This is an optimization exercise on Yosys and OpenROAD, whose aim is a short achievable clock period and few clock cycles, not a production implementation.
RTL that was checked went through simulation tests only; none was proved equivalent to the original.
The RTL of runs 1 to 3 and 8 was laid out without a check of its function.
Power is estimated from default activity; no workload was simulated.

==> design/flow/design.v <==
module kmeans_iter_ctrl #(
  parameter int unsigned AW       = 10,
  parameter int unsigned MAX_ITER = 16,
  parameter logic [15:0] TOL      = 16'h0010
) (
  input  logic          clk,
  input  logic          rst,
  input  logic          start,
  input  logic [AW-1:0] num_points,
  input  logic [47:0]   init_cx,
  input  logic [47:0]   init_cy,
  output logic          pt_rd_en,
  output logic [AW-1:0] pt_rd_addr,
  input  logic [31:0]   pt_rd_data,
  output logic          dp_valid,
  output logic [15:0]   dp_x,
  output logic [15:0]   dp_y,
  input  logic          dp_result_valid,
  input  logic [1:0]    dp_cluster,
  output logic [47:0]   cent_x,
  output logic [47:0]   cent_y,
  output logic          busy,
  output logic          done,
  output logic          converged,
  output logic [4:0]    iter_count
);
  localparam logic [4:0] LastIter = 5'(MAX_ITER - 1);
  localparam logic [15:0] Tol = TOL & 16'h0000;
  localparam int unsigned TLoad = 6;
  localparam int unsigned TRead = 21;
  localparam int unsigned TDec  = 23;
  logic                busy_q, done_q, conv_q, acc_q;
  logic [4:0]          iter_q;
  logic [AW-1:0]       nm1_q;
  logic                zero_q;
  logic [2:0][15:0]    cx_q, cy_q;
  logic                rd_en_q;
  logic [AW-1:0]       addr_q;
  logic                v1_q, dpv_q, v3_q;
  logic [31:0]         pd_q, pd2_q, pd3_q;
  logic [2:0]          en_q;
  logic [TDec:1]       tok_q;
  logic [2:0][7:0]     l0x_q, l0y_q, l1x_q, l1y_q;
  logic [2:0]          c0x_q, c0y_q, cox_q, coy_q;
  logic [2:0][AW-1:0]  hix_q, hiy_q;
  logic [2:0][AW-1:0]  cnt_q;
  logic [2:0][AW:0]    remx_q, remy_q;
  logic [2:0][15:0]    dvdx_q, dvdy_q, qshx_q, qshy_q, oshx_q, oshy_q;
    logic [2:0]          nz_q;
  logic [2:0][AW+1:0]  nneg_q, opx_q, opy_q;
  logic [2:0]          eqx_q, eqy_q;
  logic                last_rd, all_eq, stop, zdone, accept;
  assign accept  = start & ~busy_q;
  assign last_rd = rd_en_q & (addr_q == nm1_q);
  assign all_eq  = (&eqx_q) & (&eqy_q);
  assign stop    = tok_q[TDec] & (all_eq | (iter_q == LastIter));
  assign zdone   = acc_q & zero_q;
  function automatic logic [AW+1:0] div_step(input logic [AW:0]   r,
                                             input logic          nxt,
                                             input logic [AW+1:0] op);
    div_step = {r, nxt} + op;
  endfunction
  logic [2:0][AW+1:0] stx, sty;
  logic [2:0]         qx, qy;
  always_comb begin
    for (int k = 0; k < 3; k++) begin
      stx[k] = div_step(remx_q[k], dvdx_q[k][15], opx_q[k]);
      sty[k] = div_step(remy_q[k], dvdy_q[k][15], opy_q[k]);
      qx[k]  = ~stx[k][AW+1];
      qy[k]  = ~sty[k][AW+1];
    end
  end
  always_ff @(posedge clk or posedge rst) begin
    if (rst) begin
      busy_q  <= 1'b0;
      done_q  <= 1'b0;
      conv_q  <= 1'b0;
      acc_q   <= 1'b0;
      iter_q  <= '0;
      cx_q    <= '0;
      cy_q    <= '0;
      rd_en_q <= 1'b0;
      v1_q    <= 1'b0;
      dpv_q   <= 1'b0;
      v3_q    <= 1'b0;
      en_q    <= '0;
      tok_q   <= '0;
    end else begin
      acc_q  <= accept;
      done_q <= stop | zdone;
      if (accept)             busy_q <= 1'b1;
      else if (stop | zdone)  busy_q <= 1'b0;
      if (acc_q) begin
        iter_q <= '0;
        conv_q <= zdone;
      end else if (tok_q[TDec]) begin
        iter_q <= iter_q + 5'd1;
        conv_q <= all_eq;
      end
      if (accept) begin
        cx_q <= init_cx;
        cy_q <= init_cy;
      end else if (tok_q[TDec]) begin
        for (int k = 0; k < 3; k++) begin
          if (nz_q[k]) begin
            cx_q[k] <= qshx_q[k];
            cy_q[k] <= qshy_q[k];
          end
        end
      end
      if (stop)                 rd_en_q <= 1'b0;
      else if (accept)          rd_en_q <= num_points != '0;
      else if (tok_q[TRead])    rd_en_q <= 1'b1;
      else if (last_rd)         rd_en_q <= 1'b0;
      v1_q   <= rd_en_q & ~stop;
      dpv_q  <= v1_q & ~stop;
      v3_q   <= dpv_q;
      for (int k = 0; k < 3; k++)
        en_q[k] <= v3_q & dp_result_valid & (dp_cluster == 2'(k + 1));
      tok_q  <= stop ? '0 : {tok_q[TDec-1:1], last_rd};
    end
  end
  always_ff @(posedge clk) begin
    zero_q <= num_points == '0;
    if (accept) nm1_q <= num_points - 1'b1;
    if (accept || tok_q[TRead]) addr_q <= '0;
    else if (rd_en_q)          addr_q <= addr_q + 1'b1;
    pd_q  <= pt_rd_data;
    pd2_q <= pd_q;
    pd3_q <= pd2_q;
    for (int k = 0; k < 3; k++) begin
      if (acc_q || tok_q[TLoad]) begin
        l0x_q[k] <= '0;
        l0y_q[k] <= '0;
        l1x_q[k] <= '0;
        l1y_q[k] <= '0;
        c0x_q[k] <= 1'b0;
        c0y_q[k] <= 1'b0;
        cox_q[k] <= 1'b0;
        coy_q[k] <= 1'b0;
        hix_q[k] <= '0;
        hiy_q[k] <= '0;
      end else begin
        if (en_q[k]) begin
          {c0x_q[k], l0x_q[k]} <= {1'b0, l0x_q[k]} + {1'b0, pd3_q[23:16]};
          {c0y_q[k], l0y_q[k]} <= {1'b0, l0y_q[k]} + {1'b0, pd3_q[7:0]};
          {cox_q[k], l1x_q[k]} <= {1'b0, l1x_q[k]} + {1'b0, pd3_q[31:24]} + 9'(c0x_q[k]);
          {coy_q[k], l1y_q[k]} <= {1'b0, l1y_q[k]} + {1'b0, pd3_q[15:8]} + 9'(c0y_q[k]);
        end else begin
          c0x_q[k] <= 1'b0;
          c0y_q[k] <= 1'b0;
          {cox_q[k], l1x_q[k]} <= {1'b0, l1x_q[k]} + 9'(c0x_q[k]);
          {coy_q[k], l1y_q[k]} <= {1'b0, l1y_q[k]} + 9'(c0y_q[k]);
        end
        hix_q[k] <= hix_q[k] + AW'(cox_q[k]);
        hiy_q[k] <= hiy_q[k] + AW'(coy_q[k]);
      end
      if (acc_q || tok_q[TDec-1]) cnt_q[k] <= '0;
      else                        cnt_q[k] <= cnt_q[k] + AW'(en_q[k]);
      nz_q[k] <= cnt_q[k] != '0;
      nneg_q[k] <= -{2'b0, cnt_q[k]};
      qshx_q[k] <= {qshx_q[k][14:0], qx[k]};
      qshy_q[k] <= {qshy_q[k][14:0], qy[k]};
      if (tok_q[TLoad]) begin
        opx_q[k]  <= nneg_q[k];
        opy_q[k]  <= nneg_q[k];
        remx_q[k] <= {1'b0, hix_q[k] + AW'(cox_q[k])};
        remy_q[k] <= {1'b0, hiy_q[k] + AW'(coy_q[k])};
        dvdx_q[k] <= {l1x_q[k], l0x_q[k]};
        dvdy_q[k] <= {l1y_q[k], l0y_q[k]};
        oshx_q[k] <= cx_q[k];
        oshy_q[k] <= cy_q[k];
        eqx_q[k]  <= 1'b1;
        eqy_q[k]  <= 1'b1;
      end else begin
        opx_q[k]  <= qx[k] ? nneg_q[k] : {2'b00, cnt_q[k]};
        opy_q[k]  <= qy[k] ? nneg_q[k] : {2'b00, cnt_q[k]};
        remx_q[k] <= stx[k][AW:0];
        remy_q[k] <= sty[k][AW:0];
        dvdx_q[k] <= {dvdx_q[k][14:0], 1'b0};
        dvdy_q[k] <= {dvdy_q[k][14:0], 1'b0};
        oshx_q[k] <= {oshx_q[k][14:0], 1'b0};
        oshy_q[k] <= {oshy_q[k][14:0], 1'b0};
        eqx_q[k]  <= eqx_q[k] & (~nz_q[k] | (qx[k] == oshx_q[k][15]));
        eqy_q[k]  <= eqy_q[k] & (~nz_q[k] | (qy[k] == oshy_q[k][15]));
      end
    end
  end
  assign pt_rd_en   = rd_en_q;
  assign pt_rd_addr = addr_q;
  assign dp_valid   = dpv_q;
  assign dp_x       = pd_q[31:16];
  assign dp_y       = pd_q[15:0];
  assign cent_x     = cx_q;
  assign cent_y     = cy_q;
  assign busy       = busy_q;
  assign done       = done_q;
  assign converged  = conv_q;
  assign iter_count = iter_q;
endmodule
==> design/flow/run.sh <==
#!/bin/bash
# synth_recipe.tcl (not shown) runs the flow's synth.tcl, then flattens the netlist and writes it again
# the make line also repeats each setting of config.mk as NAME=value (left out here)
make -C /OpenROAD-flow-scripts/flow DESIGN_CONFIG=/design/flow/config.mk WORK_HOME=/design/flow/orfs CLKGATE_MAP_FILE= SYNTH_SCRIPT=/design/flow/synth_recipe.tcl finish
==> design/flow/config.mk <==
export PLATFORM = sky130hd
export DESIGN_NAME = kmeans_iter_ctrl
export DESIGN_NICKNAME = kmeans_iter_ctrl
export VERILOG_FILES = /design/flow/design.v
export SDC_FILE = /design/flow/constraint.sdc
export NUM_CORES = 4
export LEC_CHECK = 0
export CAP_MARGIN = 20
export CORE_MARGIN = 2
export CORE_UTILIZATION = 40
export SETUP_SLACK_MARGIN = 3.6
export SLEW_MARGIN = 20
==> design/flow/constraint.sdc <==
create_clock -name core_clock -period 6.0 [get_ports {clk}]
set_input_delay 1.2000 -clock core_clock [delete_from_list [all_inputs] [get_ports {clk}]]
set_output_delay 1.2000 -clock core_clock [all_outputs]
set_load 0.01 [all_outputs]
==> results of run 1 <==
-- Yosys cell counts (all sizes together), types with 29 or more instances --
library cell	instances
nor2b	46
dfxtp	776
xor2	107
nand2	148
o21ai	109
nor3	52
nor2	398
clkbuf	76
xnor2	111
a211oi	44
inv	97
dfrtp	135
and2	78
and3	33
ha	193
mux2i	139
nand3	92
a21oi	184
o21a	29
buf	68
mux2	253
-- state kept, by name (all words and copies together), names as in the netlist, 30 cells and up --
signal / flops
remx_q: 33
oshx_q: 48
cy_q: 48
dvdy_q: 48
pd3_q: 32
pd2_q: 32
cnt_q: 30
hix_q: 30
opx_q: 36
qshy_q: 48
remy_q: 33
dvdx_q: 48
oshy_q: 48
nneg_q: 36
qshx_q: 48
opy_q: 36
cx_q: 48
pd_q: 32
hiy_q: 30
-- layout by cell type (no fill, tap or decap), types with 49 or more instances in the layout --
master           netlist  layout
a21oi_1              167     158
and2_1                78      78
buf_2                 32      77
buf_4                  3     147
buf_6                  4      73
clkbuf_16              0     104
clkdlybuf4s50_1        0     142
dfrtp_1              135     128
dfxtp_1              776     753
ha_1                 193     187
inv_1                 97      95
mux2_2               205     204
mux2_4                48      49
mux2i_1              139     139
nand2_1              148     148
nand3_1               92      92
nor2_1               392     390
nor3_1                52      52
o21ai_0               83      74
xnor2_1              111     111
xor2_1               107     107
-- stage by stage --
step	cell area (um^2)	utilization	std cells
global route	46400	0.498	5230
global placement	41600	0.446	4888
detailed placement	41600	0.446	4888
CTS	45800	0.491	5191
finish	46400	0.498	5233
floorplan	37600	-	3469
-- layer usage --
layer | GRT usage | vias up | wire length [um]
met4 | 0.0575 | 0 | 2060
met2 | 0.287 | 323 | 40500
met1 | 0.223 | 12000 | 39100
met3 | 0.0268 | 129 | 2690
li1 | - | 12900 | -
met5 | 0 | - | 0
-- cell families (layout without fill, tap and decap cells) --
family / Yosys count / count (layout) / share of synthesized area
other: 0 / 4 / 0
multiplexers: 392 / 392 / 0.118
AO/OA/AOI/OAI: 515 / 518 / 0.0933
flip-flops: 921 / 921 / 0.512
adder cells (fa/ha/maj): 217 / 217 / 0.0771
AND/OR/NAND/NOR: 965 / 968 / 0.122
buffers and inverters: 241 / 741 / 0.0270
XOR/XNOR: 218 / 218 / 0.0508
-- worst max-delay path by stage --
stage	startpoint	end	slack, ns	cells past startpoint
6_report	cy_q[13]	cent_y[13]	3.57	1
5_1_grt	cx_q[20]	cent_x[20]	3.51	1
4_1_cts	cx_q[20]	cent_x[20]	3.51	1
3_5_place_dp	start	rd_en_q	2.06	6
3_3_place_gp	start	rd_en_q	2.07	6
2_1_floorplan	rst	acc_q	3.12	1
-- area by class of cell --
cell class              instances  area [um^2]  area share
multi-input cells            2313        17600       0.380
well taps                    1254         1570      0.0338
clock buffers                 143         2830      0.0609
repair buffers                456         4090      0.0881
clock inverters                45          604      0.0130
inverters                      97          368     0.00793
flip-flops and latches        921        19300       0.416
diodes                          4         10.0    0.000216
-- power breakdown --
part / internal (uW) / total [uW] / leakage, uW / switching, uW
Clock: 3770 / 6320 / 0.00167 / 2540
Sequential: 7980 / 9170 / 0.00810 / 1200
Combinational: 4930 / 9220 / 0.00998 / 4290
Total: 16700 / 24700 / 0.0198 / 8030
-- what timing repair did --
action	4_1_cts	5_1_grt
endpoints found under the setup margin	455	278
pin swaps	18	45
setup buffers	111	33
cloned	4	5
gates resized for setup	755	79
==> impl_metrics.toml, run 1 <==
[logic_synthesis]
synth_edf_count = 10
ys_seq_elements = 921
ys_seq_area_frac = 0.512
synthTopCellsByArea = "dfxtp_1 41%, dfrtp_1 9.0%, ha_1 6.4%"
syn_area_um2 = 37500
yosys.area.top_type_share = 0.414
postSynthAreaPerCell_um2 = 10.8
syn-num-nets = 3830
synth_top_cell_by_area = "dfxtp_1"
postSynthCellCount = 3469
yosysWarnings = 1
synth_top_flop_cell = "dfxtp_1"
synthArstFlopShare = 0.147
yosysUniqueCellTypes = 71

[global_routing]
antenna_found_initial = 2
grt_first_pass_wirelength_um = 133000
grt_max_degree = 136
overflow = 0
first_global_vias = 25200
grt_usage = 0.171

[placement]
dp_hpwl_um = 53700
dp_slack_ns = 2.06
numPortBuffers = 291
place_congestion = 0.778

[clock_network]
clk_pin_slew_ns = 0.06
clk_path_buf_depth = 3
root_buffer = "clkbuf_16"
post_cts_hold_buffer_count = 0
h-tree-depth = 3
cts_made_buffers = 100
cts_tree = "yes"
cts_sinks = 921
clk_latency_ns = 0.68

[critical_path]
critPathTopFamily = "flip-flops"
path_buf_inv = 1
critPathMaxStageDelay_ns = 0.41
crit_type = "register to primary output"
crit_chain = "buf_2"
slowest_stage = "dfrtp_1"
path_max_fanout = 3
rr_worst_depth = 8
crit_required_ns = 4.80
critPathLaunchType = "register"
cp-end-kind = "primary output"
regToRegEndpoint = "opx_q[25]"
reg2reg_slack_ns = 3.69
timing.rr.start = "remx_q[22]"
worstPathArrival_ns = 1.23

[route]
vias = 25400
vias_per_cell = 4.85
dr.pass1.iters = 5
drc = 0
first_iter_violations = 1082
post_drt_wl_per_cell_um = 16.1
drt_wl_total_um = 84400
ant_nets = 0

[timing]
drv_slew = 0
fin_setup_tns_ns = 0
relSlewSlack = 0.368
finClkSkew_ns = 0.0278
fin_crit_sh = 0.405
fmax_ghz = 0.412
setup_viol = 0
rsz0062_at_grt = "true"
fin_ws_ns = 3.57
tightest_slew_ns = 0.944
hold_violations = 0
timing.hold.ws_ns = 0.321
period_minus_slack_ns = 2.43

[floorplan]
core_um2 = 93200
start_util = 0.403
rows = 112
die-area_um2 = 96300
die_h_um = 310
ios = 292
fp.dieW_um = 310

[run_status]
status = "complete, no violations"

[flow_run]
max_cap_violations = 0

[hold_path]
min_to = "pd3_q[30]"
holdCritPathClass = "register to register"
worst_hold_path.num_cells = 0
min_from = "pd2_q[30]"

[layout]
final_nets = 4250
drive_gt1_frac = 0.219
fillers = 8462
syn2layout_area_growth_pct = 23.5

[power]
p_per_area_nw_per_um2 = 533
power_uw = 24700
p_leak_uw = 0.0198
ir_drop_v = 0.000245
==> inputs of run 2 (changes only) <==
--- a/design/flow/config.mk
+++ b/design/flow/config.mk
@@ -10,3 +10,3 @@
 export CORE_UTILIZATION = 40
-export SETUP_SLACK_MARGIN = 3.6
+export SETUP_SLACK_MARGIN = 4.0
 export SLEW_MARGIN = 20
==> run 2 against run 1 <==
Compared with the run above: hold slack gained 0.0034 ns; still clean; via count grew 3.3%; clock power is essentially flat; maximum frequency shrank 1.1%; sequential power grew 2%; largest cell class unchanged; non-clock buffer count grew 149; sequential cell count is the same; synthesized cell count is the same.
==> impl_metrics.toml, run 2 <==
[hold_path]
holdCritPathClass = "register to register"
worst_hold_path.num_cells = 0
min_from = "pd2_q[16]"
min_to = "pd3_q[16]"

[logic_synthesis]
syn-num-nets = 3830
postSynthCellCount = 3469
yosysUniqueCellTypes = 71
ys_seq_elements = 921
post-synth-top-count-cell = "dfxtp_1"
syn_area_um2 = 37500
synth_edf_count = 10
synthArstFlopShare = 0.147
synth_top_flop_cell = "dfxtp_1"
ys_seq_area_frac = 0.512
yosys.area.top_type_share = 0.414
postSynthAreaPerCell_um2 = 10.8
synth_top_cell_by_area = "dfxtp_1"
synthTopCellsByArea = "dfxtp_1 41%, dfrtp_1 9.0%, ha_1 6.4%"
yosys-top-cells-count = "776 x dfxtp_1, 392 x nor2_1, 205 x mux2_2"
yosysWarnings = 1

[critical_path]
slowest_stage = "dfrtp_2"
crit_required_ns = 4.80
cp-end-kind = "primary output"
crit_chain = "buf_6"
crit_type = "register to primary output"
critPathLaunchType = "register"
path_max_fanout = 2
rr_worst_depth = 9
path_buf_inv = 1
timing.rr.start = "opx_q[6]"
regToRegEndpoint = "opx_q[1]"
critPathTopFamily = "flip-flops"
critPathMaxStageDelay_ns = 0.44
worstPathArrival_ns = 1.25
reg2reg_slack_ns = 3.76

[placement]
dp_cells = 4886
dp_slack_ns = 2.04
place_congestion = 0.781
dp_hpwl_um = 54300
numPortBuffers = 291

[global_routing]
grt_usage = 0.181
first_global_vias = 26100
grt_max_degree = 83
overflow = 0
antenna_found_initial = 5
grt_first_pass_wirelength_um = 139000

[timing]
finClkSkew_ns = 0.0231
fmax_ghz = 0.408
relSlewSlack = 0.274
rsz0062_at_grt = "true"
hold_violations = 0
timing.hold.ws_ns = 0.324
fin_ws_ns = 3.55
fin_crit_sh = 0.409
period_minus_slack_ns = 2.45
setup_viol = 0
fin_setup_tns_ns = 0
drv_slew = 0
tightest_slew_ns = 1.09

[floorplan]
die_h_um = 310
rows = 112
ios = 292
fp.dieW_um = 310
die-area_um2 = 96300
start_util = 0.403
core_um2 = 93200

[power]
p_comb_frac = 0.424
p_seq_frac = 0.343
switching_power_uw = 8920
power.clock.fraction = 0.233
power.internal_uw = 18300
p_leak_uw = 0.0209
swShare = 0.327
p_per_area_nw_per_um2 = 548
ir_drop_v = 0.000273

[route]
vias_per_cell = 4.88
vias = 26200
dr.pass1.iters = 5
first_iter_violations = 1271
post_drt_wl_per_cell_um = 16.8
ant_nets = 0
drt_wl_total_um = 90300
drc = 0

[clock_network]
clk_pin_slew_ns = 0.06
root_buffer = "clkbuf_16"
clk_latency_ns = 0.67
cts_made_buffers = 101
h-tree-depth = 3
clk_path_buf_depth = 3
cts_sinks = 921
cts_tree = "yes"

[layout]
final_cell_mix = "668 x dfxtp_1, 388 x nor2_1, 233 x buf_4, 195 x mux2_2, 158 x buf_6"
final_util = 0.534
instances_no_fill = 5383
final_common_cell = "dfxtp_1"
drive_gt1_frac = 0.320
final_nets = 4403
fillers = 8192
syn2layout_area_growth_pct = 32.5

[flow_run]
max_cap_violations = 0

[run_status]
status = "complete, no violations"
## run 2: cells by family after synthesis
logic type                 synth area share
muxes                                 0.118
AOI/OAI and AO/OA                    0.0933
adders and majority gates            0.0771
xor gates and xnor gates             0.0508
buffers and inverters                0.0270
and+or+nand+nor                       0.122
DFF                                   0.512
## run 2: timing repair
item / in CTS / in global routing
setup buffers: 223 / 65
hold buffers: 0 / 0
resized for setup: 1017 / 235
gates cloned: 16 / 3
pin swaps: 149 / 163
setup endpoints to repair: 824 / 532
## run 2: metrics by stage
step,instance area [um^2],total power (uW)
3_3_place_gp,42000,17700
4_1_cts,48300,26400
6_report,49700,27300
3_5_place_dp,42000,17800
2_1_floorplan,38200,15500
5_1_grt,49700,29000
## run 2: per-layer routing
metal,share of wire,GRT usage,up-vias
li1,-,-,13200
met2,0.51,0.321,326
met4,0.031,0.0599,2
met3,0.028,0.0279,162
met1,0.44,0.224,12600
met5,0.00021,0,-
## run 2: final cells by class
type | count | area [um^2] | area share
Sequential cell | 921 | 19400 | 0.390
Multi-Input combinational cell | 2315 | 19100 | 0.385
Timing Repair Buffer | 605 | 5800 | 0.117
Clock buffer | 142 | 2860 | 0.0574
Tap cell | 1254 | 1570 | 0.0315
Clock inverter | 46 | 577 | 0.0116
Inverter | 97 | 374 | 0.00752
Timing Repair inverter | 1 | 5.00 | 0.000101
Antenna cell | 2 | 5.00 | 0.000101
## run 2: worst max-delay path by stage
stage	slack, ns	from	depth (start not counted)	end
2_1_floorplan	3.12	rst	1	acc_q
3_3_place_gp	2.11	start	4	cy_q[34]
3_5_place_dp	2.04	start	4	cx_q[39]
4_1_cts	3.49	busy_q	1	busy
5_1_grt	3.49	busy_q	1	busy
6_report	3.55	busy_q	1	busy
## run 2: power by group through the flow
stage	Combinational, uW	Clock [uW]	Sequential, uW
6_report	11600	6350	9350
5_1_grt	12700	6760	9550
4_1_cts	10600	6500	9300
3_5_place_dp	8440	0	9400
3_3_place_gp	8290	0	9400
2_1_floorplan	6410	0	9130
==> inputs of run 3 (changes only) <==
--- a/design/flow/config.mk
+++ b/design/flow/config.mk
@@ -9,3 +9,3 @@
 export CORE_MARGIN = 2
-export CORE_UTILIZATION = 40
+export CORE_UTILIZATION = 65
 export SETUP_SLACK_MARGIN = 4.0
==> run 3 against run 2 <==
Compared with the run above: still clean on timing, DRC and antenna; synthesized cell count did not move; wire length is 8.8% higher; clock power fell by 7.9%; sequential share of layout area is 0.31 points higher; hold slack hardly changed; combinational power is 3% higher; total power increased by 0.30%; highest routed layer is now met4.
==> impl_metrics.toml, run 3 <==
[flow_run]
max_cap_violations = 0

[layout]
final_common_cell = "dfxtp_1"
final_nets = 4451
design_area_um2 = 49400
final_cell_mix = "669 x dfxtp_1, 389 x nor2_1, 279 x buf_4, 192 x mux2_2, 156 x buf_6"
instances_no_fill = 4930
syn2layout_area_growth_pct = 31.4
fillers = 2994
drive_gt1_frac = 0.330

[timing]
fin_crit_sh = 0.405
period_minus_slack_ns = 2.43
finClkSkew_ns = 0.0179
tightest_slew_ns = 1.08
fmax_ghz = 0.411
rsz0062_at_grt = "true"
timing.hold.ws_ns = 0.324
fin_ws_ns = 3.57
setup_viol = 0
drv_slew = 0
fin_setup_tns_ns = 0
hold_violations = 0
relSlewSlack = 0.279

[critical_path]
worstPathArrival_ns = 1.23
path_buf_inv = 1
slowest_stage = "dfrtp_1"
critPathTopFamily = "flip-flops"
critPathLaunchType = "register"
crit_required_ns = 4.80
critPathMaxStageDelay_ns = 0.43
crit_chain = "buf_2"
path_max_fanout = 3
crit_type = "register to primary output"
cp-end-kind = "primary output"

[clock_network]
cts_tree = "yes"
h-tree-depth = 3
clk_latency_ns = 0.64
root_buffer = "clkbuf_16"
clk_path_buf_depth = 3
cts_sinks = 921
clk_pin_slew_ns = 0.07
cts_made_buffers = 89
post_cts_hold_buffer_count = 0

[logic_synthesis]
ys_seq_area_frac = 0.512
synth.area.mux_share = 0.118
syn_area_um2 = 37500
post-synth-top-count-cell = "dfxtp_1"
synth_adder_area_share = 0.0771
ys_seq_elements = 921
postSynthCellCount = 3469
synth_compound_area_frac = 0.0933
yosys.area.top_type_share = 0.414
postSynthAreaPerCell_um2 = 10.8
yosysUniqueCellTypes = 71
synth-xor-area-share = 0.0508
synth_top_cell_by_area = "dfxtp_1"
synth_top_family_by_area = "simple AND/OR/NAND/NOR gates"
synth_edf_count = 10
synthTopCellsByArea = "dfxtp_1 41%, dfrtp_1 9.0%, ha_1 6.4%"
yosysWarnings = 1
synth_top_flop_cell = "dfxtp_1"
synth-simple-area-share = 0.122
yosys-top-cells-count = "776 x dfxtp_1, 392 x nor2_1, 205 x mux2_2"
synthArstFlopShare = 0.147
syn-num-nets = 3830

[floorplan]
fp.dieW_um = 244
rows = 88
start_util = 0.655
die_h_um = 244
ios = 292
core_um2 = 57400
die-area_um2 = 59700

[route]
vias_per_cell = 5.74
dr.pass1.iters = 5
drc = 0
first_iter_violations = 1615
ant_nets = 0
vias = 28300
post_drt_wl_per_cell_um = 19.9
drt_wl_total_um = 98300

[power]
p_per_area_nw_per_um2 = 554
p_leak_uw = 0.0211
power.clock.fraction = 0.214
power.internal_uw = 18100
p_seq_frac = 0.346
swShare = 0.340
p_comb_frac = 0.440
ir_drop_v = 0.000421
switching_power_uw = 9280

[placement]
numPortBuffers = 291
dp_cells = 4398
dp_hpwl_um = 53900
place_congestion = 0.848
placed_cell_area_um2 = 41400
dp_slack_ns = 2.38

[global_routing]
first_global_vias = 29000
grt_max_degree = 85
overflow = 0
grt_usage = 0.308
grt_first_pass_wirelength_um = 149000
antenna_found_initial = 0

[hold_path]
holdCritPathClass = "register to register"

[run_status]
status = "complete, no violations"
==> run 3: cell counts after synthesis <==
No cell type changed its count.
==> run 3: area by class of cell <==
class / count / area (um^2) / share of cell area
diodes: 1 / 2.50 / 0.0000507
clock buffers: 130 / 2640 / 0.0534
clock inverters: 35 / 432 / 0.00875
inverters: 97 / 383 / 0.00776
multi-input cells: 2318 / 19300 / 0.391
flip-flops and latches: 921 / 19400 / 0.393
well taps: 765 / 957 / 0.0194
repair buffers: 661 / 6200 / 0.126
repair inverters: 2 / 12.5 / 0.000253
==> run 3: cells by family after synthesis <==
family / Yosys count
AOI/OAI and AO/OA: 515
xor gates and xnor gates: 218
adders and majority gates: 217
buffers and inverters: 241
DFF: 921
muxes: 392
and+or+nand+nor: 965
==> run 3: through the flow <==
step	utilization	total power [uW]
finish	0.860	27300
global route	0.860	28700
CTS	0.830	25800
detailed placement	0.721	17900
global placement	0.721	17500
floorplan	-	15500
==> run 3: path summary, 6_finish.rpt <==
path                          start         end  slack (ns)  cells after the start
min                        pd2_q[9]    pd3_q[9]        0.32                      0
min in group asynchronous       rst    cx_q[36]        1.07                      2
max in group asynchronous       rst     cy_q[7]        4.19                      3
max reg2reg                pd3_q[8]   l1y_q[22]        3.78                     10
min reg2reg                pd2_q[9]    pd3_q[9]        0.32                      0
max                        cx_q[35]  cent_x[35]        3.57                      1
==> run 3: timing repair <==
item	CTS	global route
cloned	21	1
gates resized for setup	1025	228
endpoints found under the setup margin	819	520
pin swaps	167	173
setup buffers	247	97
==> run 3: per-layer routing <==
metal,share of wire,track usage
met5,0,0
met2,0.51,0.551
met4,0.045,0.132
met1,0.40,0.369
met3,0.041,0.0429
==> run 3: power groups by stage <==
stage,registers (uW),clock network (uW),logic [uW]
after CTS,9340,5870,10600
after detailed placement,9410,0,8530
after global placement,9340,0,8140
after global routing,9630,6130,13000
final,9470,5850,12000
after floorplan,9130,0,6410
==> inputs of run 4 (changes only) <==
--- a/design/flow/design.v
+++ b/design/flow/design.v
@@ -42,2 +42,3 @@
   logic [TDec:1]       tok_q;
+  logic                clr_q;
   logic [2:0][7:0]     l0x_q, l0y_q, l1x_q, l1y_q;
@@ -47,3 +48,3 @@
   logic [2:0][AW:0]    remx_q, remy_q;
-  logic [2:0][15:0]    dvdx_q, dvdy_q, qshx_q, qshy_q, oshx_q, oshy_q;
+  logic [2:0][15:0]    dvdx_q, dvdy_q, oshx_q, oshy_q;
     logic [2:0]          nz_q;
@@ -87,2 +88,3 @@
       tok_q   <= '0;
+      clr_q   <= 1'b0;
     end else begin
@@ -105,4 +107,4 @@
           if (nz_q[k]) begin
-            cx_q[k] <= qshx_q[k];
-            cy_q[k] <= qshy_q[k];
+            cx_q[k] <= dvdx_q[k];
+            cy_q[k] <= dvdy_q[k];
           end
@@ -120,2 +122,3 @@
       tok_q  <= stop ? '0 : {tok_q[TDec-1:1], last_rd};
+      clr_q  <= acc_q | tok_q[TDec-1];
     end
@@ -131,3 +134,3 @@
     for (int k = 0; k < 3; k++) begin
-      if (acc_q || tok_q[TLoad]) begin
+      if (clr_q) begin
         l0x_q[k] <= '0;
@@ -157,3 +160,3 @@
       end
-      if (acc_q || tok_q[TDec-1]) cnt_q[k] <= '0;
+      if (clr_q) cnt_q[k] <= '0;
       else                        cnt_q[k] <= cnt_q[k] + AW'(en_q[k]);
@@ -161,4 +164,2 @@
       nneg_q[k] <= -{2'b0, cnt_q[k]};
-      qshx_q[k] <= {qshx_q[k][14:0], qx[k]};
-      qshy_q[k] <= {qshy_q[k][14:0], qy[k]};
       if (tok_q[TLoad]) begin
@@ -179,4 +180,4 @@
         remy_q[k] <= sty[k][AW:0];
-        dvdx_q[k] <= {dvdx_q[k][14:0], 1'b0};
-        dvdy_q[k] <= {dvdy_q[k][14:0], 1'b0};
+        dvdx_q[k] <= {dvdx_q[k][14:0], qx[k]};
+        dvdy_q[k] <= {dvdy_q[k][14:0], qy[k]};
         oshx_q[k] <= {oshx_q[k][14:0], 1'b0};
--- a/design/flow/config.mk
+++ b/design/flow/config.mk
@@ -10,3 +10,5 @@
 export CORE_UTILIZATION = 65
-export SETUP_SLACK_MARGIN = 4.0
+export CTS_CLUSTER_DIAMETER = 60
+export CTS_CLUSTER_SIZE = 25
+export SETUP_SLACK_MARGIN = 3.6
 export SLEW_MARGIN = 20
==> run 4 against run 3 <==
Compared with the run above: critical path depth stayed put; die area is 5.1% lower; total power is 19% lower; core utilization is 8.8 points lower; synthesized cell count is 2.0% lower; hold slack worse by 0.0023 ns.
==> impl_metrics.toml, run 4 <==
[run_status]
status = "complete, no violations"

[timing]
period_minus_slack_ns = 2.45
setup_viol = 0
hold_violations = 0
fin_ws_ns = 3.55
rsz0062_at_grt = "true"
fin_crit_sh = 0.408
relSlewSlack = 0.248
fin_setup_tns_ns = 0
finClkSkew_ns = 0.0335
fmax_ghz = 0.409
tightest_slew_ns = 1.13
drv_slew = 0

[critical_path]
critPathMaxStageDelay_ns = 0.45
worstPathArrival_ns = 1.25
cp-end-kind = "primary output"
slowest_stage = "dfrtp_1"
critPathTopFamily = "flip-flops"
path_buf_inv = 1
crit_type = "register to primary output"
path_max_fanout = 3
critPathLaunchType = "register"
crit_required_ns = 4.80
crit_chain = "buf_2"

[route]
post_drt_wl_per_cell_um = 18.5
vias = 25700
drc = 0
first_iter_violations = 1590
drt_wl_total_um = 83600
dr.pass1.iters = 5
vias_per_cell = 5.69
ant_nets = 0

[floorplan]
rows = 85
ios = 292
core_um2 = 54000
die_h_um = 238
fp.dieW_um = 238
start_util = 0.659
die-area_um2 = 56700

[placement]
placed_cell_area_um2 = 38900
dp_hpwl_um = 57100
place_congestion = 0.884
dp_slack_ns = 2.49
numPortBuffers = 291

[logic_synthesis]
post-synth-top-count-cell = "dfxtp_1"
ys_seq_area_frac = 0.486
synthArstFlopShare = 0.165
synthTopCellsByArea = "dfxtp_1 38%, dfrtp_1 9.6%, ha_1 6.8%"
postSynthAreaPerCell_um2 = 10.5
syn-num-nets = 3760
yosysWarnings = 1
synth_edf_count = 10
syn_area_um2 = 35600
yosys-top-cells-count = "680 x dfxtp_1, 398 x nor2_1, 203 x mux2_2"
synth_top_cell_by_area = "dfxtp_1"
yosys.area.top_type_share = 0.382
yosysUniqueCellTypes = 72
postSynthCellCount = 3399
ys_seq_elements = 826
synth_top_flop_cell = "dfxtp_1"

[clock_network]
h-tree-depth = 2
clk_latency_ns = 0.64
cts_sinks = 826
cts_made_buffers = 50
root_buffer = "clkbuf_16"
clk_pin_slew_ns = 0.09
cts_tree = "yes"
clk_path_buf_depth = 3

[global_routing]
grt_first_pass_wirelength_um = 132000
first_global_vias = 25400
grt_usage = 0.288
grt_max_degree = 214
antenna_found_initial = 5
overflow = 0

[layout]
final_common_cell = "dfxtp_1"
final_nets = 4134
final_cell_mix = "634 x dfxtp_1, 398 x nor2_1, 203 x mux2_2, 187 x ha_1, 179 x a21oi_1"
syn2layout_area_growth_pct = 17.2
design_area_um2 = 41700
final_util = 0.773
drive_gt1_frac = 0.211

[flow_run]
max_cap_violations = 0

[power]
power_uw = 22200
p_per_area_nw_per_um2 = 532
p_leak_uw = 0.0179
ir_drop_v = 0.000348

[hold_path]
holdCritPathClass = "register to register"
## run 4: layout make-up
class,instances,area (um^2)
Sequential cell,826,17400
Multi-Input combinational cell,2321,17500
Timing Repair inverter,1,5.00
Timing Repair Buffer,464,3810
Antenna cell,2,5.00
Fill cell,3686,12300
Clock buffer,57,1320
Inverter,109,418
Tap cell,696,871
Clock inverter,35,413
## run 4: kinds of logic after synthesis
| logic type | synth area share |
|---|---|
| buffers and inverters | 0.0295 |
| AND/OR/NAND/NOR | 0.127 |
| adder cells (fa/ha/maj) | 0.0813 |
| XOR/XNOR | 0.0538 |
| flip-flops | 0.486 |
| AO/OA/AOI/OAI | 0.0984 |
| multiplexers | 0.124 |
## run 4: power breakdown
group / total (uW) / leakage, uW / internal, uW / switching [uW]
Sequential: 8720 / 0.00734 / 7360 / 1360
Clock: 3810 / 0.000846 / 1800 / 2010
Combinational: 9660 / 0.00969 / 5010 / 4650
Total: 22200 / 0.0179 / 14200 / 8020
## run 4: stage by stage
stage | std cells | hold slack (ns)
final | 4511 | 0.322
after global routing | 4511 | 0.331
after CTS | 4475 | 0.320
after detailed placement | 4253 | 0.312
after global placement | 4253 | 0.313
after floorplan | 3399 | 0.310
## run 4: final timing paths
| check | start | end | slack [ns] | cells past startpoint |
|---|---|---|---|---|
| worst max register to register | dvdx_q[47] | remx_q[32] | 3.60 | 9 |
| min in group asynchronous | rst | cx_q[2] | 1.16 | 3 |
| worst max-delay path | cy_q[3] | cent_y[3] | 3.55 | 1 |
| worst min-delay path | pd2_q[24] | pd3_q[24] | 0.32 | 0 |
| max in group asynchronous | rst | en_q[2] | 4.16 | 3 |
| worst min register to register | pd2_q[24] | pd3_q[24] | 0.32 | 0 |
## run 4: metal layers
layer / wire length [um] / vias to the layer above / part of all wire / global-route usage
li1: - / 12600 / - / -
met1: 36500 / 12400 / 0.44 / 0.374
met2: 40700 / 596 / 0.49 / 0.501
met3: 3470 / 155 / 0.042 / 0.0334
met4: 2930 / 4 / 0.035 / 0.0962
met5: 29 / - / 0.00035 / 0
## run 4: what timing repair did
item                       4_1_cts  5_1_grt
hold buffers                     0        0
setup buffers                  130       32
resized for setup              691       71
hold endpoints to repair         0        0
setup endpoints to repair      350      137
pin swaps                       22       31
gates cloned                     0        2
Testbench counts of run 4, summed over its fixed seeds: cycles 152,765.
==> inputs of run 5 (changes only) <==
--- a/design/flow/config.mk
+++ b/design/flow/config.mk
@@ -9,5 +9,4 @@
 export CORE_MARGIN = 2
-export CORE_UTILIZATION = 65
-export CTS_CLUSTER_DIAMETER = 60
-export CTS_CLUSTER_SIZE = 25
+export CORE_UTILIZATION = 80
+export PLACE_DENSITY = 0.85
 export SETUP_SLACK_MARGIN = 3.6
==> run 5 against run 4 <==
Compared with the run above: the run now fails in global routing (5_1_grt); synthesized cell count stayed put; synthesized area stayed put.
==> impl_metrics.toml, run 5 <==
[global_routing]
overflow = 682
grt_max_degree = 137
grt_usage = 0.888

[logic_synthesis]
ys_seq_elements = 826
syn-num-nets = 3760
synthTopCellsByArea = "dfxtp_1 38%, dfrtp_1 9.6%, ha_1 6.8%"
post-synth-top-count-cell = "dfxtp_1"
synth_top_cell_by_area = "dfxtp_1"
ys_seq_area_frac = 0.486
syn_area_um2 = 35600
yosys-top-cells-count = "680 x dfxtp_1, 398 x nor2_1, 203 x mux2_2"
yosys.area.top_type_share = 0.382
synth_edf_count = 10
synthArstFlopShare = 0.165
postSynthAreaPerCell_um2 = 10.5
yosysWarnings = 1
synth_top_flop_cell = "dfxtp_1"
yosysUniqueCellTypes = 72
postSynthCellCount = 3399

[floorplan]
start_util = 0.807
ios = 292
rows = 77
fp.dieW_um = 215
die_h_um = 215

[placement]
dp_hpwl_um = 63600
place_congestion = 0.884
dp_cells = 4150
placed_cell_area_um2 = 38800
dp_slack_ns = 2.17
numPortBuffers = 291

[clock_network]
clk_path_buf_depth = 3
h-tree-depth = 3
cts_made_buffers = 79
cts_sinks = 826
root_buffer = "clkbuf_16"

[run_status]
status = "stopped before the end"
stop_error = "[ERROR GRT-0232] Routing congestion too high. Check the congestion heatmap in the GUI."
haltStage = "global routing (5_1_grt)"
-- run 5: routing by layer --
layer | overflow | global-route usage
met2 | 442 | 1.03
met4 | 220 | 0.962
met1 | 12 | 0.864
met5 | 2 | 0.409
met3 | 6 | 0.763
-- run 5: worst min path at each step --
stage               cells past startpoint  slack [ns]   endpoint  startpoint
CTS                                     0        0.33  pd3_q[10]   pd2_q[10]
floorplan                               0        0.31   pd3_q[0]    pd2_q[0]
global placement                        0        0.31  pd3_q[23]   pd2_q[23]
detailed placement                      0        0.31  pd3_q[10]   pd2_q[10]
-- run 5: logic make-up after synthesis --
kind of cell	Yosys count	synth area share
DFF	826	0.486
buffers and inverters	253	0.0295
and+or+nand+nor	961	0.127
muxes	390	0.124
AOI/OAI and AO/OA	534	0.0984
xor gates and xnor gates	218	0.0538
adders and majority gates	217	0.0813
-- run 5: repair_timing --
action	4_1_cts
gates resized for setup	719
hold buffers	0
gates cloned	6
setup buffers	143
pin swaps	25
setup endpoints to repair	402
-- run 5: power groups by stage --
stage               clock, uW  combinational, uW  sequential [uW]
floorplan                   0               6430             8460
global placement            0               8140             8770
detailed placement          0               8830             8870
CTS                      5580              10500             8800
-- run 5: stage by stage --
| stage | hold slack (ns) | total power (uW) |
|---|---|---|
| after CTS | 0.326 | 24800 |
| after detailed placement | 0.312 | 17700 |
| after global placement | 0.312 | 16900 |
| after floorplan | 0.310 | 14900 |
==> inputs of run 6 (changes only) <==
--- a/design/flow/config.mk
+++ b/design/flow/config.mk
@@ -9,4 +9,3 @@
 export CORE_MARGIN = 2
-export CORE_UTILIZATION = 80
-export PLACE_DENSITY = 0.85
+export CORE_UTILIZATION = 40
 export SETUP_SLACK_MARGIN = 3.6
==> run 6 against run 5 <==
Compared with the run above: the run now finishes clean; synthesized cell count unchanged; synthesized area did not move.
==> impl_metrics.toml, run 6 <==
[logic_synthesis]
ys_seq_area_frac = 0.486
yosys.area.top_type_share = 0.382
yosysWarnings = 1
syn-num-nets = 3760
syn_area_um2 = 35600
synthArstFlopShare = 0.165
ys_seq_elements = 826
synthTopCellsByArea = "dfxtp_1 38%, dfrtp_1 9.6%, ha_1 6.8%"
yosys-top-cells-count = "680 x dfxtp_1, 398 x nor2_1, 203 x mux2_2"
synth_top_cell_by_area = "dfxtp_1"
synth_edf_count = 10
synth_top_flop_cell = "dfxtp_1"
postSynthAreaPerCell_um2 = 10.5
postSynthCellCount = 3399
post-synth-top-count-cell = "dfxtp_1"
yosysUniqueCellTypes = 72

[floorplan]
fp.dieW_um = 302
start_util = 0.403
rows = 109
ios = 292
die-area_um2 = 91400
die_h_um = 302
core_um2 = 88400

[critical_path]
path_buf_inv = 1
timing.rr.start = "remy_q[1]"
crit_chain = "buf_6"
reg2reg_slack_ns = 3.70
worstPathArrival_ns = 1.26
path_max_fanout = 2
crit_type = "register to primary output"
critPathTopFamily = "flip-flops"
critPathMaxStageDelay_ns = 0.47
critPathLaunchType = "register"
rr_worst_depth = 8
regToRegEndpoint = "opy_q[7]"
slowest_stage = "dfrtp_2"
crit_required_ns = 4.80
cp-end-kind = "primary output"

[global_routing]
grt_first_pass_wirelength_um = 136000
grt_usage = 0.188
first_global_vias = 24800
antenna_found_initial = 3
overflow = 0
grt_max_degree = 153

[route]
drt_wl_total_um = 87100
vias_per_cell = 4.95
first_iter_violations = 1225
post_drt_wl_per_cell_um = 17.2
ant_nets = 0
vias = 25100
drc = 0
dr.pass1.iters = 7

[layout]
drive_gt1_frac = 0.227
final_cell_mix = "638 x dfxtp_1, 398 x nor2_1, 203 x mux2_2, 186 x ha_1, 180 x a21oi_1"
regArea_um2 = 17400
fillers = 8172
final_nets = 4187
multi_input_area_um2 = 17500
design_area_um2 = 43900
syn2layout_area_growth_pct = 23.4
final_common_cell = "dfxtp_1"
final_util = 0.497

[placement]
dp_hpwl_um = 60200
placed_cell_area_um2 = 39500
numPortBuffers = 291
dp_slack_ns = 2.41
place_congestion = 0.807

[hold_path]
min_from = "pd2_q[31]"
worst_hold_path.num_cells = 0
min_to = "pd3_q[31]"
holdCritPathClass = "register to register"

[clock_network]
root_buffer = "clkbuf_16"
clk_latency_ns = 0.65
cts_tree = "yes"
cts_made_buffers = 91
clk_pin_slew_ns = 0.06
clk_path_buf_depth = 3
cts_sinks = 826
post_cts_hold_buffer_count = 0
h-tree-depth = 3

[timing]
rsz0062_at_grt = "true"
fin_ws_ns = 3.54
finClkSkew_ns = 0.0237
fin_crit_sh = 0.411
hold_violations = 0
fin_setup_tns_ns = 0
relSlewSlack = 0.344
drv_slew = 0
period_minus_slack_ns = 2.46
setup_viol = 0
tightest_slew_ns = 0.983
fmax_ghz = 0.406
timing.hold.ws_ns = 0.323

[run_status]
status = "complete, no violations"

[power]
p_per_area_nw_per_um2 = 549
ir_drop_v = 0.000240
p_leak_uw = 0.0186

[flow_run]
max_cap_violations = 0
## run 6: cell counts after synthesis
No cell type changed its count.
## run 6: worst max path at each step
| stage | startpoint | slack [ns] | endpoint | cells after the start |
|---|---|---|---|---|
| 2_1_floorplan | rst | 3.11 | acc_q | 1 |
| 3_3_place_gp | start | 2.44 | cx_q[16] | 4 |
| 3_5_place_dp | start | 2.41 | cx_q[19] | 4 |
| 4_1_cts | rd_en_q | 3.46 | pt_rd_en | 1 |
| 5_1_grt | cy_q[29] | 3.50 | cent_y[29] | 1 |
| 6_report | cy_q[30] | 3.54 | cent_y[30] | 1 |
## run 6: cells by family after synthesis
group | synth area share
flip-flops | 0.486
AO/OA/AOI/OAI | 0.0984
XOR/XNOR | 0.0538
multiplexers | 0.124
AND/OR/NAND/NOR | 0.127
buffers and inverters | 0.0295
adder cells (fa/ha/maj) | 0.0813
## run 6: power breakdown
| group | total, uW | switching (uW) | internal, uW |
|---|---|---|---|
| combinational | 9660 | 4530 | 5130 |
| sequential | 8810 | 1430 | 7370 |
| clock | 5650 | 2290 | 3360 |
## run 6: area by class of cell
class / count / share of cell area
multi-input cells: 2320 / 0.399
flip-flops and latches: 826 / 0.397
repair buffers: 477 / 0.0904
clock buffers: 144 / 0.0630
well taps: 1165 / 0.0332
inverters: 109 / 0.00951
clock inverters: 27 / 0.00763
repair inverters: 1 / 0.000114
diodes: 2 / 0.000114
## run 6: metrics by stage
step | cells | total power (uW)
detailed placement | 4724 | 17500
global placement | 4724 | 17400
CTS | 5032 | 23900
finish | 5071 | 24100
global route | 5069 | 25900
floorplan | 3399 | 14900
## run 6: what timing repair did
item                       in CTS  in global routing
buffers inserted              137                 35
cloned                          0                  2
gates resized for setup       709                 90
setup endpoints to repair     342                162
pin swaps                      19                 27
## run 6: layer usage
| metal | GRT usage | up-vias | part of all wire |
|---|---|---|---|
| li1 | - | 12700 | - |
| met4 | 0.0603 | 0 | 0.026 |
| met5 | 0 | - | 0 |
| met2 | 0.308 | 445 | 0.47 |
| met3 | 0.0292 | 128 | 0.040 |
| met1 | 0.254 | 11800 | 0.46 |
==> inputs of run 7 (changes only) <==
--- a/design/flow/config.mk
+++ b/design/flow/config.mk
@@ -9,3 +9,6 @@
 export CORE_MARGIN = 2
-export CORE_UTILIZATION = 40
+export CORE_UTILIZATION = 60
+export CTS_BUF_LIST = sky130_fd_sc_hd__clkbuf_16
+export CTS_CLUSTER_DIAMETER = 80
+export CTS_CLUSTER_SIZE = 30
 export SETUP_SLACK_MARGIN = 3.6
==> run 7 against run 6 <==
Compared with the run above: clock power down 46%; non-clock buffer count is 2 higher; wire length shrank 1.5%; setup slack better by 0.060 ns.
==> impl_metrics.toml, run 7 <==
[route]
drt_wl_total_um = 85800
first_iter_violations = 1503
vias_per_cell = 5.59
ant_nets = 0
post_drt_wl_per_cell_um = 18.8
drc = 0
dr.pass1.iters = 5
vias = 25600

[floorplan]
core_um2 = 58800
ios = 292
die-area_um2 = 61300
fp.dieW_um = 248
start_util = 0.606
die_h_um = 248
rows = 89

[timing]
fin_ws_ns = 3.60
setup_viol = 0
drv_slew = 0
tightest_slew_ns = 0.987
rsz0062_at_grt = "true"
fmax_ghz = 0.416
fin_crit_sh = 0.401
timing.hold.ws_ns = 0.325
finClkSkew_ns = 0.0217
fin_setup_tns_ns = 0
relSlewSlack = 0.338
hold_violations = 0
period_minus_slack_ns = 2.40

[power]
swShare = 0.365
p_seq_frac = 0.407
power.clock.fraction = 0.142
ir_drop_v = 0.000443
p_per_area_nw_per_um2 = 517
p_comb_frac = 0.451
p_leak_uw = 0.0177
power.internal_uw = 13600
switching_power_uw = 7820

[run_status]
status = "complete, no violations"

[logic_synthesis]
synth_edf_count = 10
yosysWarnings = 1
synth-simple-area-share = 0.127
ys_seq_area_frac = 0.486
syn-num-nets = 3760
synth.area.mux_share = 0.124
synth_top_cell_by_area = "dfxtp_1"
synth-xor-area-share = 0.0538
post-synth-top-count-cell = "dfxtp_1"
synthArstFlopShare = 0.165
syn_area_um2 = 35600
ys_seq_elements = 826
synth_adder_area_share = 0.0813
postSynthCellCount = 3399
yosys.area.top_type_share = 0.382
synth_top_flop_cell = "dfxtp_1"
postSynthAreaPerCell_um2 = 10.5
synth_top_family_by_area = "simple AND/OR/NAND/NOR gates"
yosys-top-cells-count = "680 x dfxtp_1, 398 x nor2_1, 203 x mux2_2"
synthTopCellsByArea = "dfxtp_1 38%, dfrtp_1 9.6%, ha_1 6.8%"
yosysUniqueCellTypes = 72
synth_compound_area_frac = 0.0984

[global_routing]
grt_first_pass_wirelength_um = 132000
grtUsageMet3 = 0.0377
overflow = 0
first_global_vias = 24900
grt_max_degree = 194
grt_use_met2 = 0.446
grt.busiest_layer = "met2"
grt_usage = 0.270
use_met1 = 0.365
antenna_found_initial = 2

[layout]
final_nets = 4138
design_area_um2 = 41500
instances_no_fill = 4575
syn2layout_area_growth_pct = 16.4
final_cell_mix = "628 x dfxtp_1, 398 x nor2_1, 203 x mux2_2, 188 x ha_1, 179 x a21oi_1"
drive_gt1_frac = 0.209
final_common_cell = "dfxtp_1"

[clock_network]
cts_made_buffers = 37
clk_pin_slew_ns = 0.11
clk_latency_ns = 0.60
post_cts_hold_buffer_count = 0
clk_path_buf_depth = 3
cts_tree = "yes"
h-tree-depth = 2
root_buffer = "clkbuf_16"
cts_sinks = 826

[hold_path]
holdCritPathClass = "register to register"
min_from = "pd2_q[24]"

[critical_path]
timing.rr.start = "pd3_q[24]"
cp-end-kind = "primary output"
crit_chain = "buf_6"
crit_required_ns = 4.80
critPathMaxStageDelay_ns = 0.45
critPathLaunchType = "register"
path_max_fanout = 3
path_buf_inv = 1
slowest_stage = "dfrtp_1"
worstPathArrival_ns = 1.20
crit_type = "register to primary output"
critPathTopFamily = "flip-flops"
worstSetupStartpoint = "cx_q[16]"

[placement]
placed_cell_area_um2 = 39000
dp_cells = 4330
place_congestion = 0.896
dp_slack_ns = 2.44
numPortBuffers = 291
dp_hpwl_um = 58300

[flow_run]
max_cap_violations = 0
[run 7: changes by cell type in the layout (fill, tap and decap cells not counted), moves of 9 or more]
cell       delta
clkbuf_16    -57
clkbuf_1     -26
clkbuf_8     -25
dfxtp_2      +16
buf_6        -15
buf_2        +14
dfxtp_1      -10
inv_1         +9
[run 7: worst paths after layout]
path	to	cells past startpoint	slack (ns)
worst max-delay path	cent_x[16]	1	3.60
worst min-delay path	pd3_q[24]	0	0.32
worst max register to register	l1x_q[14]	9	3.61
worst min register to register	pd3_q[24]	0	0.32
max in group asynchronous	cy_q[27]	3	3.99
min in group asynchronous	rd_en_q	2	1.04
[run 7: per-layer routing]
metal	part of all wire	wire length [um]
met4	0.033	2810
met3	0.045	3850
met5	0	0
met1	0.45	38500
met2	0.47	40600
[run 7: cell type report]
cell class | instances | area (um^2)
multi-input cells | 2323 | 17500
flip-flops and latches | 826 | 17400
fillers | 4427 | 17300
repair buffers | 479 | 3950
well taps | 773 | 967
clock buffers | 37 | 926
inverters | 109 | 417
clock inverters | 26 | 224
repair inverters | 1 | 5.00
diodes | 1 | 2.50
[run 7: timing repair]
item	in CTS	in global routing
pin swaps	20	26
buffers inserted	142	34
cloned	0	4
setup endpoints to repair	432	283
gates resized for setup	640	124
[run 7: power by group through the flow]
| stage | Sequential (uW) | Clock [uW] | Combinational (uW) |
|---|---|---|---|
| global route | 8920 | 3320 | 10700 |
| finish | 8730 | 3050 | 9670 |
| CTS | 8680 | 3130 | 9280 |
| detailed placement | 8880 | 0 | 8570 |
| floorplan | 8460 | 0 | 6430 |
| global placement | 8840 | 0 | 8250 |
[run 7: stage by stage]
step | total power, uW | util
4_1_cts | 21100 | 0.696
6_report | 21400 | 0.705
5_1_grt | 22900 | 0.705
3_5_place_dp | 17500 | 0.663
2_1_floorplan | 14900 | -
3_3_place_gp | 17100 | 0.663
[run 7: kinds of logic after synthesis]
group / after synthesis
AO/OA/AOI/OAI: 534
AND/OR/NAND/NOR: 961
buffers and inverters: 253
adder cells (fa/ha/maj): 217
multiplexers: 390
flip-flops: 826
XOR/XNOR: 218
==> inputs of run 8 (changes only) <==
--- a/design/flow/design.v
+++ b/design/flow/design.v
@@ -28,5 +28,5 @@
   localparam logic [15:0] Tol = TOL & 16'h0000;
-  localparam int unsigned TLoad = 6;
-  localparam int unsigned TRead = 21;
-  localparam int unsigned TDec  = 23;
+  localparam int unsigned TLoad = 5;
+  localparam int unsigned TRead = 19;
+  localparam int unsigned TDec  = 22;
   logic                busy_q, done_q, conv_q, acc_q;
@@ -52,3 +52,4 @@
   logic [2:0]          eqx_q, eqy_q;
-  logic                last_rd, all_eq, stop, zdone, accept;
+  logic                last_rd, all_eq, stop, zdone, accept, go_fast, slow;
+  logic [TDec:1]       tok_n;
   assign accept  = start & ~busy_q;
@@ -56,3 +57,11 @@
   assign all_eq  = (&eqx_q) & (&eqy_q);
+  assign go_fast = tok_q[TDec-1] & ~all_eq & (iter_q != LastIter);
+  assign slow    = tok_q[TDec-1] & ~go_fast;
   assign stop    = tok_q[TDec] & (all_eq | (iter_q == LastIter));
+  always_comb begin
+    tok_n = {tok_q[TDec-1:1], last_rd};
+    if (go_fast) tok_n[TDec] = 1'b0;
+    if (slow)    tok_n = {1'b1, {(TDec-1){1'b0}}};
+    if (stop)    tok_n = '0;
+  end
   assign zdone   = acc_q & zero_q;
@@ -97,2 +106,5 @@
         conv_q <= zdone;
+      end else if (go_fast) begin
+        iter_q <= iter_q + 5'd1;
+        conv_q <= 1'b0;
       end else if (tok_q[TDec]) begin
@@ -104,7 +116,7 @@
         cy_q <= init_cy;
-      end else if (tok_q[TDec]) begin
+      end else if (tok_q[TDec-1]) begin
         for (int k = 0; k < 3; k++) begin
           if (nz_q[k]) begin
-            cx_q[k] <= dvdx_q[k];
-            cy_q[k] <= dvdy_q[k];
+            cx_q[k] <= {dvdx_q[k][14:0], qx[k]};
+            cy_q[k] <= {dvdy_q[k][14:0], qy[k]};
           end
@@ -114,6 +126,6 @@
       else if (accept)          rd_en_q <= num_points != '0;
-      else if (tok_q[TRead])    rd_en_q <= 1'b1;
+      else if (tok_q[TRead] | slow) rd_en_q <= 1'b1;
       else if (last_rd)         rd_en_q <= 1'b0;
-      v1_q   <= rd_en_q & ~stop;
-      dpv_q  <= v1_q & ~stop;
+      v1_q   <= rd_en_q & ~stop & ~slow;
+      dpv_q  <= v1_q & ~stop & ~slow;
       v3_q   <= dpv_q;
@@ -121,3 +133,3 @@
         en_q[k] <= v3_q & dp_result_valid & (dp_cluster == 2'(k + 1));
-      tok_q  <= stop ? '0 : {tok_q[TDec-1:1], last_rd};
+      tok_q  <= tok_n;
       clr_q  <= acc_q | tok_q[TDec-1];
@@ -128,3 +140,3 @@
     if (accept) nm1_q <= num_points - 1'b1;
-    if (accept || tok_q[TRead]) addr_q <= '0;
+    if (accept || tok_q[TRead] || slow) addr_q <= '0;
     else if (rd_en_q)          addr_q <= addr_q + 1'b1;
@@ -165,8 +177,10 @@
       if (tok_q[TLoad]) begin
-        opx_q[k]  <= nneg_q[k];
-        opy_q[k]  <= nneg_q[k];
-        remx_q[k] <= {1'b0, hix_q[k] + AW'(cox_q[k])};
-        remy_q[k] <= {1'b0, hiy_q[k] + AW'(coy_q[k])};
-        dvdx_q[k] <= {l1x_q[k], l0x_q[k]};
-        dvdy_q[k] <= {l1y_q[k], l0y_q[k]};
+        opx_q[k]  <= -{2'b00, cnt_q[k]};
+        opy_q[k]  <= -{2'b00, cnt_q[k]};
+        remx_q[k] <= {1'b0, hix_q[k] + AW'({cox_q[k] & c0x_q[k] & (&l1x_q[k]),
+                                            cox_q[k] ^ (c0x_q[k] & (&l1x_q[k]))})};
+        remy_q[k] <= {1'b0, hiy_q[k] + AW'({coy_q[k] & c0y_q[k] & (&l1y_q[k]),
+                                            coy_q[k] ^ (c0y_q[k] & (&l1y_q[k]))})};
+        dvdx_q[k] <= {l1x_q[k] + 8'(c0x_q[k]), l0x_q[k]};
+        dvdy_q[k] <= {l1y_q[k] + 8'(c0y_q[k]), l0y_q[k]};
         oshx_q[k] <= cx_q[k];
--- a/design/flow/config.mk
+++ b/design/flow/config.mk
@@ -9,6 +9,3 @@
 export CORE_MARGIN = 2
-export CORE_UTILIZATION = 60
-export CTS_BUF_LIST = sky130_fd_sc_hd__clkbuf_16
-export CTS_CLUSTER_DIAMETER = 80
-export CTS_CLUSTER_SIZE = 30
+export CORE_UTILIZATION = 40
 export SETUP_SLACK_MARGIN = 3.6
==> run 8 against run 7 <==
Compared with the run above: still clean; first-iteration DRC count up 4.1%; sequential cell count fell by 1; synthesized area increased by 2.4%; via count grew 6.8%; total power up 21%; final area increased by 10%; register-to-register slack got worse by 0.03 ns; largest cell class unchanged; largest power group unchanged; highest routed layer is now met5.
==> impl_metrics.toml, run 8 <==
[run_status]
status = "complete, no violations"

[power]
power.clock.fraction = 0.212
p_per_area_nw_per_um2 = 568
switching_power_uw = 9530
p_comb_frac = 0.446
p_seq_frac = 0.342
swShare = 0.367
power_uw = 26000
p_leak_uw = 0.0202
power.internal_uw = 16400
ir_drop_v = 0.000280

[logic_synthesis]
postSynthAreaPerCell_um2 = 9.87
ys_seq_elements = 825
synth_top_cell_by_area = "dfxtp_1"
syn_area_um2 = 36500
postSynthCellCount = 3696
synthArstFlopShare = 0.164
yosys-top-cells-count = "680 x dfxtp_1, 376 x nor2_1, 293 x nand2_1"
yosys.area.top_type_share = 0.373
post-synth-top-count-cell = "dfxtp_1"
yosysWarnings = 1
yosysUniqueCellTypes = 68
syn-num-nets = 4075
synth_edf_count = 10
ys_seq_area_frac = 0.474
synth_top_flop_cell = "dfxtp_1"
synthTopCellsByArea = "dfxtp_1 37%, dfrtp_1 9.3%, ha_1 7.0%"

[clock_network]
root_buffer = "clkbuf_16"
cts_tree = "yes"
h-tree-depth = 3
cts_made_buffers = 90
post_cts_hold_buffer_count = 0
clk_pin_slew_ns = 0.06
clk_path_buf_depth = 3
clk_latency_ns = 0.68
cts_sinks = 825

[placement]
place_congestion = 0.828
dp_cells = 5018
dp_hpwl_um = 70200
numPortBuffers = 291

[critical_path]
reg2reg_slack_ns = 3.58
path_buf_inv = 1
slowest_stage = "dfrtp_2"
timing.rr.start = "opy_q[15]"
cp-end-kind = "primary output"
critPathMaxStageDelay_ns = 0.49
path_max_fanout = 2
critPathLaunchType = "register"
crit_type = "register to primary output"
crit_chain = "buf_6"
worstPathArrival_ns = 1.31
crit_required_ns = 4.80
critPathTopFamily = "flip-flops"
regToRegEndpoint = "opy_q[18]"
rr_worst_depth = 9

[floorplan]
ios = 292
core_um2 = 90100
die-area_um2 = 93600
die_h_um = 306
start_util = 0.405
rows = 110
fp.dieW_um = 306

[route]
vias_per_cell = 5.09
first_iter_violations = 1565
vias = 27300
dr.pass1.iters = 6
ant_nets = 0
post_drt_wl_per_cell_um = 18.7
drt_wl_total_um = 100000
drc = 0

[layout]
instances_no_fill = 5372
drive_gt1_frac = 0.220
final_cell_mix = "611 x dfxtp_1, 358 x nor2_1, 286 x nand2_1, 207 x o21ai_0, 183 x ha_1"
syn2layout_area_growth_pct = 25.4
final_common_cell = "dfxtp_1"
final_nets = 4500

[flow_run]
max_cap_violations = 0

[timing]
fin_crit_sh = 0.418
rsz0062_at_grt = "true"
fin_setup_tns_ns = 0
finClkSkew_ns = 0.0486
drv_slew = 0
hold_violations = 0
setup_viol = 0
period_minus_slack_ns = 2.51
tightest_slew_ns = 0.938
fmax_ghz = 0.399
relSlewSlack = 0.370

[global_routing]
grt_max_degree = 173
first_global_vias = 26300
grt_usage = 0.206
overflow = 0
antenna_found_initial = 4
grt_first_pass_wirelength_um = 151000

[hold_path]
worst_hold_path.num_cells = 0
min_from = "pd2_q[14]"
holdCritPathClass = "register to register"
min_to = "pd3_q[14]"
==> run 8: cell count changes in the layout (fill, tap and decap cells not counted), moves of 49 or more <==
cell       previous run  this run
xor2_1              105       164
clkbuf_16            37        92
nand2_1             167       286
o21ai_0              76       207
buf_6                25        81
mux2_2              203       154
==> run 8: repair_timing <==
action	in CTS	in global routing
gates cloned	1	4
gates resized for setup	856	215
buffers inserted	112	70
setup endpoints to repair	295	268
pin swaps	26	87
==> run 8: worst max path at each step <==
stage	start	endpoint	slack, ns	cells after the start
final	cy_q[15]	cent_y[15]	3.49	1
after global routing	cy_q[15]	cent_y[15]	3.45	1
after CTS	cy_q[15]	cent_y[15]	3.45	1
after detailed placement	start	cy_q[32]	2.85	4
after global placement	start	cy_q[32]	2.88	4
after floorplan	rst	acc_q	3.12	1
==> run 8: final cells by class <==
cell class | instances | area, um^2
Fill cell | 8234 | 44400
Multi-Input combinational cell | 2603 | 19100
Sequential cell | 825 | 17500
Timing Repair Buffer | 494 | 4320
Clock buffer | 138 | 2610
Tap cell | 1176 | 1470
Inverter | 106 | 418
Clock inverter | 27 | 354
Timing Repair inverter | 1 | 5.00
Antenna cell | 2 | 5.00
==> run 8: cells by family (layout without fill, tap and decap cells) <==
family | count (synthesis) | after routing | synth area share
compound gates | 670 | 670 | 0.115
buf+inv | 268 | 766 | 0.0278
mux | 282 | 282 | 0.0826
xor+xnor | 304 | 304 | 0.0734
fa+ha+maj | 235 | 235 | 0.0868
other cells | 0 | 2 | 0
flops | 825 | 825 | 0.474
simple gates | 1112 | 1112 | 0.140
==> run 8: power by group through the flow <==
stage	clock (uW)	combinational, uW	sequential (uW)
2_1_floorplan	0	6840	8360
5_1_grt	5860	12800	9060
4_1_cts	5630	10600	8810
3_3_place_gp	0	9260	8920
3_5_place_dp	0	9420	8910
6_report	5510	11600	8870
==> run 8: through the flow <==
stage           util  cell area, um^2  hold WS [ns]  setup WS [ns]
6_report       0.508            45800         0.321           3.49
5_1_grt        0.508            45800         0.323           3.45
4_1_cts        0.493            44500         0.324           3.45
3_5_place_dp   0.449            40500         0.312           2.85
3_3_place_gp   0.449            40500         0.312           2.88
2_1_floorplan      -            36500         0.310           3.12
==> run 8: routing by layer <==
layer	vias up	track usage	share of wire
met4	2	0.0787	0.037
li1	13700	-	-
met5	-	0	0.00013
met3	164	0.0351	0.043
met1	12900	0.276	0.46
met2	570	0.334	0.46

==> what the ideal ports hide <==
Ports are ideal in the flow. The routed layouts listed here were re-timed in OpenROAD.
Step 1 (the two cells are an assumption about what drives the block):
set clk [get_ports {clk}]
set_driving_cell -lib_cell sky130_fd_sc_hd__clkbuf_16 $clk
set_driving_cell -lib_cell sky130_fd_sc_hd__buf_2 [delete_from_list [all_inputs] $clk]
Step 2 adds t to the input delays and takes it off the output delays; t is the mean of the earliest and latest rising clock arrival at the registers after step 1. Input paths then give back, and output paths get back, about the clock's delay inside the block.
a / b / c = no drivers / after step 1 / after step 2; a / b = the first two.
run	t, ns	setup slack, ns	worst hold slack (ns)	worst setup path after step 2	worst data-port slew with drivers (ns)
run 1	0.724	3.573 / 3.510 / 3.007	0.321 / 0.321 / 0.321	input to register	0.08
run 2	0.725	3.547 / 3.484 / 3.336	0.324 / 0.324 / 0.324	input to register	0.10
run 3	0.702	3.567 / 3.498 / 3.347	0.324 / 0.324 / 0.324	input to register	0.08
run 4	0.679	3.554 / 3.493 / 2.990	0.322 / 0.322 / 0.322	input to register	0.11
run 6	0.704	3.535 / 3.466 / 3.071	0.323 / 0.323 / 0.323	input to register	0.09
run 7	0.650	3.596 / 3.533 / 2.981	0.325 / 0.325 / 0.325	input to register	0.11
run 8	0.719	3.491 / 3.422 / 2.870	0.321 / 0.321 / 0.321	input to register	0.12
After both steps setup and hold are still met in every run listed. The setup slack of run 8, which loses most, moves by -0.069 ns with the drivers and by -0.621 ns with both steps.
